Context: an optimization exercise on an open-source flow, tuned for a short achievable clock period and few clock cycles. The choices shown serve that exercise and are no tape-out recipe.
In this exercise RTL edits were held to simulation tests only and were not proved equivalent to the original.
Power is estimated from default activity; no workload was simulated.

==> design/flow/config.mk <==
export PLATFORM = sky130hd
export DESIGN_NAME = cache_controller
export DESIGN_NICKNAME = cache_controller
export VERILOG_FILES = /design/flow/design.v
export SDC_FILE = /design/flow/constraint.sdc
export NUM_CORES = 4
export LEC_CHECK = 0
export CAP_MARGIN = 20
export CORE_MARGIN = 2
export CORE_UTILIZATION = 40
export SLEW_MARGIN = 20
==> design/flow/constraint.sdc <==
create_clock -name core_clock -period 5.5 [get_ports {clk}]
set_input_delay 1.1000 -clock core_clock [delete_from_list [all_inputs] [get_ports {clk}]]
set_output_delay 1.1000 -clock core_clock [all_outputs]
set_load 0.01 [all_outputs]
==> design/flow/run.sh <==
#!/bin/bash
# synth_recipe.tcl (not shown) runs the flow's synth.tcl, then flattens the netlist and writes it again
# the make line also repeats each setting of config.mk as NAME=value (left out here)
make -C /OpenROAD-flow-scripts/flow DESIGN_CONFIG=/design/flow/config.mk WORK_HOME=/design/flow/orfs CLKGATE_MAP_FILE= SYNTH_SCRIPT=/design/flow/synth_recipe.tcl finish
==> design/flow/design.v <==
`default_nettype none
package cache_pkg;
	localparam int BYTE_OFF_W = $clog2(32 / 8);
	localparam int WORD_OFF_W = $clog2(4);
	localparam int BANK_W = $clog2(2);
	localparam int INDEX_W = $clog2(8);
	localparam int TAG_W = 32 - INDEX_W - BANK_W - WORD_OFF_W - BYTE_OFF_W;
	typedef logic [32-1:0] word_t;
	typedef logic [4*32-1:0] line_t;
	typedef struct packed {
		logic [TAG_W-1:0] tag;
		logic [INDEX_W-1:0] index;
		logic [BANK_W-1:0] bank;
		logic [WORD_OFF_W-1:0] word;
		logic [BYTE_OFF_W-1:0] byte_off;
	} addr_fields_t;
	typedef union packed {
		logic [32-1:0] flat;
		addr_fields_t f;
	} addr_u;
	typedef enum logic [1:0] {
		ROUTE_DIRECT = 2'd0,
		ROUTE_CTRL = 2'd1,
		ROUTE_EMPTY = 2'd2,
		ROUTE_CACHED = 2'd3
	} route_e;
endpackage
`default_nettype wire
`default_nettype none
`timescale 1ns/10ps
module req_dispatch (
	input logic clk,
	input logic reset,
	input logic procreq_val,
	input logic procreq_we,
	input logic procreq_domain,
	input cache_pkg::addr_u procreq_addr,
	input cache_pkg::word_t procreq_wdata,
	input logic done,
	output logic procreq_rdy,
	output logic [2-1:0] bank_val,
	output logic bank_we,
	output cache_pkg::addr_u bank_addr,
	output cache_pkg::word_t bank_wdata,
	output logic direct_val,
	output logic ctrl_val
);
	typedef enum logic [1:0] {
		S_IDLE,
		S_ISSUE,
		S_WAIT
	} state_e;
	state_e state;
	cache_pkg::route_e route;
	cache_pkg::route_e route_next;
	logic accept;
	logic req_we;
	cache_pkg::addr_u req_addr;
	cache_pkg::word_t req_wdata;
	logic [32-1:0] boundary;
	assign procreq_rdy = (state == S_IDLE);
	assign accept = procreq_val && procreq_rdy;
	always_comb begin
		if (procreq_addr.flat == 32'h0000_0000) begin
			route_next = cache_pkg::ROUTE_DIRECT;
		end else if (procreq_addr.flat == 32'h0000_0004) begin
			if (procreq_domain == 1'b1) begin
				route_next = cache_pkg::ROUTE_CTRL;
			end else begin
				route_next = cache_pkg::ROUTE_EMPTY;
			end
		end else if (procreq_addr.flat < boundary) begin
			route_next = cache_pkg::ROUTE_CACHED;
		end else begin
			route_next = cache_pkg::ROUTE_DIRECT;
		end
	end
	always_ff @(posedge clk) begin
		if (reset) begin
			state <= S_IDLE;
			boundary <= 32'h0000_c000;
		end else begin
			case (state)
				S_IDLE: begin
					if (accept) begin
						state <= S_ISSUE;
					end
				end
				S_ISSUE: begin
					state <= done ? S_IDLE : S_WAIT;
					if (route == cache_pkg::ROUTE_CTRL) begin
						boundary <= req_wdata;
					end
				end
				default: begin
					if (done) begin
						state <= S_IDLE;
					end
				end
			endcase
		end
	end
	always_ff @(posedge clk) begin
		if (accept) begin
			req_we <= procreq_we;
			req_addr <= procreq_addr;
			req_wdata <= procreq_wdata;
			route <= route_next;
		end
	end
	always_comb begin
		bank_val = '0;
		if (state == S_ISSUE && route == cache_pkg::ROUTE_CACHED) begin
			bank_val[req_addr.f.bank] = 1'b1;
		end
	end
	assign direct_val = (state == S_ISSUE) && (route == cache_pkg::ROUTE_DIRECT);
	assign ctrl_val = (state == S_ISSUE) && (route == cache_pkg::ROUTE_CTRL || route == cache_pkg::ROUTE_EMPTY);
	assign bank_we = req_we;
	assign bank_addr = req_addr;
	assign bank_wdata = req_wdata;
endmodule
`default_nettype wire
`default_nettype none
`timescale 1ns/10ps
module cache_bank (
	input logic clk,
	input logic reset,
	input logic bank_val,
	input logic bank_we,
	input cache_pkg::addr_u bank_addr,
	input cache_pkg::word_t bank_wdata,
	input logic refill_val,
	input cache_pkg::line_t refill_line,
	input logic mem_taken,
	input logic done,
	output logic bmem_val,
	output logic bmem_we,
	output cache_pkg::addr_u bmem_addr,
	output cache_pkg::word_t bmem_wdata,
	output logic bresp_val,
	output cache_pkg::word_t bresp_data
);
	typedef enum logic [1:0] {
		S_IDLE,
		S_MEM_REQ,
		S_MEM_WAIT,
		S_RESP
	} state_e;
	state_e state;
	logic [cache_pkg::TAG_W-1:0] tag_arr [8];
	cache_pkg::line_t data_arr [8];
	logic [8-1:0] valid_arr;
	cache_pkg::line_t line_rd;
	cache_pkg::word_t hit_word;
	logic hit;
	assign line_rd = data_arr[bank_addr.f.index];
	assign hit_word = line_rd[bank_addr.f.word*32 +: 32];
	assign hit = valid_arr[bank_addr.f.index] && (tag_arr[bank_addr.f.index] == bank_addr.f.tag);
	always_ff @(posedge clk) begin
		if (reset) begin
			state <= S_IDLE;
			valid_arr <= '0;
		end else begin
			case (state)
				S_IDLE: begin
					if (bank_val) begin
						state <= (!bank_we && hit) ? S_RESP : S_MEM_REQ;
					end
				end
				S_MEM_REQ: begin
					if (mem_taken) begin
						state <= S_MEM_WAIT;
					end
				end
				S_MEM_WAIT: begin
					if (refill_val) begin
						state <= S_RESP;
						if (!bank_we) begin
							valid_arr[bank_addr.f.index] <= 1'b1;
						end
					end
				end
				default: begin
					if (done) begin
						state <= S_IDLE;
					end
				end
			endcase
		end
	end
	always_ff @(posedge clk) begin
		if (state == S_IDLE && bank_val) begin
			bresp_data <= bank_we ? '0 : hit_word;
			if (bank_we && hit) begin
				data_arr[bank_addr.f.index][bank_addr.f.word*32 +: 32] <= bank_wdata;
			end
		end
		if (state == S_MEM_WAIT && refill_val && !bank_we) begin
			data_arr[bank_addr.f.index] <= refill_line;
			tag_arr[bank_addr.f.index] <= bank_addr.f.tag;
			bresp_data <= refill_line[bank_addr.f.word*32 +: 32];
		end
	end
	always_comb begin
		bmem_addr = bank_addr;
		if (!bank_we) begin
			bmem_addr.f.word = '0;
			bmem_addr.f.byte_off = '0;
		end
	end
	assign bmem_val = (state == S_MEM_REQ);
	assign bmem_we = bank_we;
	assign bmem_wdata = bank_wdata;
	assign bresp_val = (state == S_RESP);
endmodule
`default_nettype wire
`default_nettype none
`timescale 1ns/10ps
module resp_merge (
	input logic clk,
	input logic reset,
	input logic [2-1:0] bmem_val,
	input logic [2-1:0] bmem_we,
	input logic [2-1:0][32-1:0] bmem_addr,
	input cache_pkg::word_t [2-1:0] bmem_wdata,
	input logic [2-1:0] bresp_val,
	input cache_pkg::word_t [2-1:0] bresp_data,
	input logic direct_val,
	input logic bank_we,
	input cache_pkg::addr_u bank_addr,
	input cache_pkg::word_t bank_wdata,
	input logic ctrl_val,
	output logic memreq_val,
	output logic memreq_we,
	output cache_pkg::addr_u memreq_addr,
	output cache_pkg::word_t memreq_wdata,
	input logic memreq_rdy,
	input logic memresp_val,
	input cache_pkg::line_t memresp_line,
	output logic [2-1:0] mem_taken,
	output logic [2-1:0] refill_val,
	output cache_pkg::line_t refill_line,
	output logic procresp_val,
	output cache_pkg::word_t procresp_data,
	input logic procresp_rdy,
	output logic done
);
	logic dir_req;
	logic dir_resp;
	cache_pkg::word_t dir_data;
	logic ctrl_hold;
	logic outstanding;
	logic owner_direct;
	logic [cache_pkg::BANK_W-1:0] owner_bank;
	logic [cache_pkg::BANK_W-1:0] sel_bank;
	always_comb begin
		memreq_val = dir_req;
		memreq_we = bank_we;
		memreq_addr = bank_addr;
		if (!bank_we) begin
			memreq_addr.f.word = '0;
			memreq_addr.f.byte_off = '0;
		end
		memreq_wdata = bank_wdata;
		sel_bank = '0;
		for (int i = 0; i < 2; i++) begin
			if (bmem_val[i]) begin
				memreq_val = 1'b1;
				memreq_we = bmem_we[i];
				memreq_addr = bmem_addr[i];
				memreq_wdata = bmem_wdata[i];
				sel_bank = cache_pkg::BANK_W'(i);
			end
		end
	end
	assign mem_taken = bmem_val & {2{memreq_rdy}};
	always_comb begin
		for (int i = 0; i < 2; i++) begin
			refill_val[i] = memresp_val && outstanding && !owner_direct && (owner_bank == cache_pkg::BANK_W'(i));
		end
	end
	assign refill_line = memresp_line;
	always_ff @(posedge clk) begin
		if (reset) begin
			dir_req <= 1'b0;
			dir_resp <= 1'b0;
			ctrl_hold <= 1'b0;
			outstanding <= 1'b0;
			owner_direct <= 1'b0;
			owner_bank <= '0;
		end else begin
			dir_req <= direct_val || (dir_req && !memreq_rdy);
			if (memreq_val && memreq_rdy) begin
				outstanding <= 1'b1;
				owner_direct <= !(|bmem_val);
				owner_bank <= sel_bank;
			end else if (memresp_val) begin
				outstanding <= 1'b0;
			end
			if (memresp_val && outstanding && owner_direct) begin
				dir_resp <= 1'b1;
			end else if (done) begin
				dir_resp <= 1'b0;
			end
			ctrl_hold <= (ctrl_val || ctrl_hold) && !done;
		end
	end
	always_ff @(posedge clk) begin
		if (memresp_val && owner_direct) begin
			dir_data <= bank_we ? '0 : memresp_line[bank_addr.f.word*32 +: 32];
		end
	end
	always_comb begin
		procresp_data = dir_resp ? dir_data : '0;
		for (int i = 0; i < 2; i++) begin
			if (bresp_val[i]) begin
				procresp_data = bresp_data[i];
			end
		end
	end
	assign procresp_val = ctrl_val || ctrl_hold || dir_resp || (|bresp_val);
	assign done = procresp_val && procresp_rdy;
endmodule
`default_nettype wire
`default_nettype none
`timescale 1ns/10ps
module cache_controller (
	input logic clk,
	input logic reset,
	input logic procreq_val,
	input logic procreq_we,
	input logic procreq_domain,
	input cache_pkg::addr_u procreq_addr,
	input cache_pkg::word_t procreq_wdata,
	output logic procreq_rdy,
	output logic procresp_val,
	output cache_pkg::word_t procresp_data,
	input logic procresp_rdy,
	output logic memreq_val,
	output logic memreq_we,
	output cache_pkg::addr_u memreq_addr,
	output cache_pkg::word_t memreq_wdata,
	input logic memreq_rdy,
	input logic memresp_val,
	input cache_pkg::line_t memresp_line
);
	logic [2-1:0] bank_val;
	logic bank_we;
	cache_pkg::addr_u bank_addr;
	cache_pkg::word_t bank_wdata;
	logic direct_val;
	logic ctrl_val;
	logic done;
	logic [2-1:0] bmem_val;
	logic [2-1:0] bmem_we;
	logic [2-1:0][32-1:0] bmem_addr;
	cache_pkg::word_t [2-1:0] bmem_wdata;
	logic [2-1:0] bresp_val;
	cache_pkg::word_t [2-1:0] bresp_data;
	logic [2-1:0] refill_val;
	logic [2-1:0] mem_taken;
	cache_pkg::line_t refill_line;
	req_dispatch i_dispatch (
		.clk(clk),
		.reset(reset),
		.procreq_val(procreq_val),
		.procreq_we(procreq_we),
		.procreq_domain(procreq_domain),
		.procreq_addr(procreq_addr),
		.procreq_wdata(procreq_wdata),
		.done(done),
		.procreq_rdy(procreq_rdy),
		.bank_val(bank_val),
		.bank_we(bank_we),
		.bank_addr(bank_addr),
		.bank_wdata(bank_wdata),
		.direct_val(direct_val),
		.ctrl_val(ctrl_val)
	);
	for (genvar g = 0; g < 2; g++) begin : g_bank
		cache_bank i_bank (
			.clk(clk),
			.reset(reset),
			.bank_val(bank_val[g]),
			.bank_we(bank_we),
			.bank_addr(bank_addr),
			.bank_wdata(bank_wdata),
			.refill_val(refill_val[g]),
			.refill_line(refill_line),
			.mem_taken(mem_taken[g]),
			.done(done),
			.bmem_val(bmem_val[g]),
			.bmem_we(bmem_we[g]),
			.bmem_addr(bmem_addr[g]),
			.bmem_wdata(bmem_wdata[g]),
			.bresp_val(bresp_val[g]),
			.bresp_data(bresp_data[g])
		);
	end
	resp_merge i_merge (
		.clk(clk),
		.reset(reset),
		.bmem_val(bmem_val),
		.bmem_we(bmem_we),
		.bmem_addr(bmem_addr),
		.bmem_wdata(bmem_wdata),
		.bresp_val(bresp_val),
		.bresp_data(bresp_data),
		.direct_val(direct_val),
		.bank_we(bank_we),
		.bank_addr(bank_addr),
		.bank_wdata(bank_wdata),
		.ctrl_val(ctrl_val),
		.memreq_val(memreq_val),
		.memreq_we(memreq_we),
		.memreq_addr(memreq_addr),
		.memreq_wdata(memreq_wdata),
		.memreq_rdy(memreq_rdy),
		.memresp_val(memresp_val),
		.memresp_line(memresp_line),
		.mem_taken(mem_taken),
		.refill_val(refill_val),
		.refill_line(refill_line),
		.procresp_val(procresp_val),
		.procresp_data(procresp_data),
		.procresp_rdy(procresp_rdy),
		.done(done)
	);
endmodule
`default_nettype wire
==> notes.md <==
[flip-flops by register name, summed over array words and instances, names as in the netlist, 2 cells and up, named ones only]
signal and cells:
i_merge.dir_data 32, i_dispatch.boundary 32, g_bank.i_bank.bresp_data 64, i_dispatch.state 2, g_bank.i_bank.data_arr 2048, i_dispatch.route 2, i_dispatch.req_addr 32, g_bank.i_bank.tag_arr 384
g_bank.i_bank.valid_arr 16, g_bank.i_bank.state 4, i_dispatch.req_wdata 32
[through the flow]
stage | setup WS, ns | instances | area [um^2] | hold slack [ns] | total power, mW
after floorplan | 0.938 | 5690 | 107000 | 0.436 | 25.6
after global placement | 0.462 | 9527 | 117000 | 0.443 | 27.7
after detailed placement | 0.522 | 9532 | 117000 | 0.449 | 27.7
after CTS | 0.495 | 10041 | 127000 | 0.457 | 46.9
after global routing | 0.327 | 10047 | 127000 | 0.476 | 47.9
final | 0.565 | 10072 | 127000 | 0.456 | 46.7
[placed cells by master, fill, tap and decap left out, types with 24 or more instances in the layout]
master	instances
edfxtp_1	2595
mux4_2	607
nand2_1	495
mux2i_1	353
buf_4	305
clkdlybuf4s50_1	298
clkbuf_16	292
o21ai_0	190
nor3_1	138
o22ai_1	128
nor2_1	103
o21ai_1	93
buf_12	79
nor2_4	77
a21oi_1	71
dfxtp_1	60
clkinv_1	56
clkinv_2	52
inv_1	44
a22oi_1	44
ha_1	44
nor2b_1	39
clkbuf_1	39
bufinv_16	32
diode_2	28
xnor2_1	25
o21ai_2	24
[path summary, 6_finish.rpt]
check	startpoint	endpoint	cells past startpoint
worst max-delay path	flop	g_bank[1].i_bank.data_arr[4][46]	11
worst min-delay path	i_dispatch.boundary[13]	i_dispatch.boundary[13]	2
worst max register to register	flop	g_bank[1].i_bank.data_arr[4][46]	11
worst min register to register	i_dispatch.boundary[13]	i_dispatch.boundary[13]	2
[tightest hold or removal path, stage by stage, from the launching register on]
cell and delay, ns:
dfxtp_1 0.31, nand2_1 0.05, a21oi_1 0.05
[metal layers]
metal  wire length [um]  GRT usage, %
met5                 37             0
met4              23400          14.2
met1             133000          34.3
met3              36300          5.96
met2             151000          36.6
[power by group]
part / switching [mW] / total, mW / internal [mW] / leakage [nW]
Clock: 8.04 / 19.3 / 11.3 / 4.58
Combinational: 2.93 / 4.81 / 1.88 / 11.9
Sequential: 0.222 / 22.6 / 22.3 / 24.3
[final cells by class]
| cell class | count | area, um^2 |
|---|---|---|
| Fill cell | 22056 | 139000 |
| Sequential cell | 2658 | 79200 |
| Multi-Input combinational cell | 2614 | 26600 |
| Clock buffer | 334 | 7490 |
| Timing Repair Buffer | 685 | 6870 |
| Tap cell | 3533 | 4420 |
| Clock inverter | 175 | 1860 |
| Inverter | 45 | 169 |
| Antenna cell | 28 | 70.1 |
[logic make-up (layout without fill, tap and decap cells)]
group	after synthesis	count (layout)	share of synthesized area, %
mux	964	964	16.2
buf+inv	418	1239	1.67
xor+xnor	38	38	0.312
compound gates	609	609	3.30
simple gates	957	957	3.87
other cells	0	28	0
fa+ha+maj	46	46	0.539
flops	2658	2658	74.1
[cell usage after synthesis, types with 3 or more instances]
cell type and number:
edfxtp_1 2595, mux4_2 607, nand2_1 498, mux2i_1 353
o21ai_0 307, clkbuf_1 239, nor2_1 186, nor3_1 138
o22ai_1 128, a21oi_1 75, dfxtp_1 63, buf_1 55
ha_1 46, a22oi_1 44, inv_1 44, buf_2 43
nor2b_1 42, buf_4 32, xnor2_1 25, a22o_1 18
nand4_1 16, nor4_1 15, or3_1 15, xor2_1 13
and2_1 10, a21o_1 9, nand2b_1 9, nand3_1 7
and3_1 6, o221ai_1 5, a21oi_4 4, o21a_1 4
a211o_1 3, a211oi_1 3, buf_6 3, mux4_1 3
nand3b_1 3, nor4b_1 3, o211ai_1 3, or2_2 3
==> flow_metrics.py <==
metrics = {
    "cells_and_area": {
        "syn_to_final_growth_pct": 18.6,
        "fin_util_pct": 47.8,
        "drive_gt1_share_pct": 23.8,
        "nets": 6535,
    },
    "setup_path": {
        "cpMostUsedCell": "buf_4",
        "cp.arrival_ns": 5.52,
        "crit_slowest_cell": "dfxtp_4",
        "required_ns": 6.08,
        "worstPathBufferInverterCount": 3,
        "crit_chain": "buf_4 -> mux4_2 -> mux2i_1 -> xor2_1 -> o211ai_1 -> or4_4 -> nor4_4 -> buf_4 -> a21oi_4 -> nor2_4 -> buf_12",
        "critPathMaxFanout": 34,
        "path_class": "reg2reg",
        "start_kind": "flop",
        "r2r_slack_ns": 0.57,
        "critPathTopFamily": "simple AND/OR/NAND/NOR gates",
        "cp-end-kind": "flop",
        "critical_path.max_stage_delay_ns": 0.80,
    },
    "place": {
        "port_buffers": 299,
        "dp_hpwl_um": 236000,
        "place_congestion": 1.02,
    },
    "floorplanning": {
        "core_um2": 265000,
        "rows": 189,
        "die_w_um": 521,
        "ios": 300,
        "dieArea_um2": 271000,
        "start_util_pct": 40.3,
        "die_h_um": 521,
    },
    "logic_synthesis": {
        "synthFlopType": "edfxtp_1",
        "async_flop_share_pct": 0,
        "syn_avg_cell_area_um2": 18.8,
        "yosysTopAreaCellShare_pct": 72.9,
        "synth-seq-cells": 2658,
        "synth_nets": 5936,
        "ys_types": 53,
        "synthCells": 5690,
        "synth.area.top_cells": "edfxtp_1 (73%), mux4_2 (13%), mux2i_1 (3.3%)",
        "ys_seq_area_share_pct": 74.1,
        "synth.largest_area_cell": "edfxtp_1",
        "syn_area_um2": 107000,
        "synth_warnings": 3,
        "synth_edf_count": 2595,
    },
    "sta": {
        "clock_skew_ns": 0.0598,
        "finalHoldViolations": 0,
        "slew_headroom_pct": 9.94,
        "tns_ns": 0,
        "period_share_pct": 89.7,
        "tightest_slew_ns": 1.34,
        "max_freq_ghz": 0.203,
        "final_max_slew_viol_count": 0,
        "finalSetupViolations": 0,
        "rsz0062_at_grt": "no",
        "min_period_ns": 4.93,
    },
    "clock_network": {
        "ctsResizeCount": 0,
        "cts.path.max_buffers": 4,
        "cts.sink_count": 2658,
        "cts_tree": "built",
        "cts_root_buf": "clkbuf_16",
        "clock_latency_ns": 0.92,
        "cts-hold-fix-buffers": 0,
        "cts_made_buffers": 285,
        "cts_setup_buffers": 0,
        "htree_levels": 5,
        "clk_pin_slew_ns": 0.07,
    },
    "drt": {
        "dr.pass1.iters": 8,
        "drt-initial-drc-count": 8157,
        "routed_wl_um": 343000,
        "route.detailed.drc": 0,
        "ant_nets": 0,
        "vias_per_cell": 5.86,
        "wl_per_cell_um": 34.1,
        "vias": 59015,
    },
    "power_and_ir_drop": {
        "vdd_drop_max_uv": 246,
        "pwr_density_cell_nw_per_um2": 369,
        "p_leak_nw": 40.8,
    },
    "grt": {
        "grt_max_degree": 138,
        "antenna_found_initial": 25,
        "grt_pass1_wl_um": 468000,
        "grt_pass1_vias": 56998,
        "grt_usage_pct": 25.0,
        "grt-ovfl-total": 0,
    },
    "job": {
        "max-cap-violations": 0,
    },
    "outcome": {
        "status": "finished clean",
    },
    "worst_hold_path": {
        "hold_class": "reg2reg",
    },
}
Testbench counts, summed over its fixed seeds: cycles 242,546.

[afterwards: timing with drivers on the ports]
The flow's constraints put no driver on any port. The routed layout listed below was extracted and timed again, unchanged, in two steps.
Step 1 assumes that a clkbuf_16 drives the clock port and a buf_2 every other input.
Step 2 also shifts input and output timing later by t, the mid clock arrival at the registers, as if the neighbouring blocks saw the same clock.
Three values: ideal ports, drivers, drivers and shift; two values: the first two.
t, ns: 0.970
setup WS [ns]: 0.565 / 0.565 / 0.565
clock arrival spread, ns: 0.065 / 0.065
worst register clock-pin slew, ns: 0.07 / 0.07
pins driven straight from the clock port: 1
After both steps this run still meets setup and hold. The setup slack of this run moves by 0.000 ns with the drivers and by 0.000 ns with both steps.
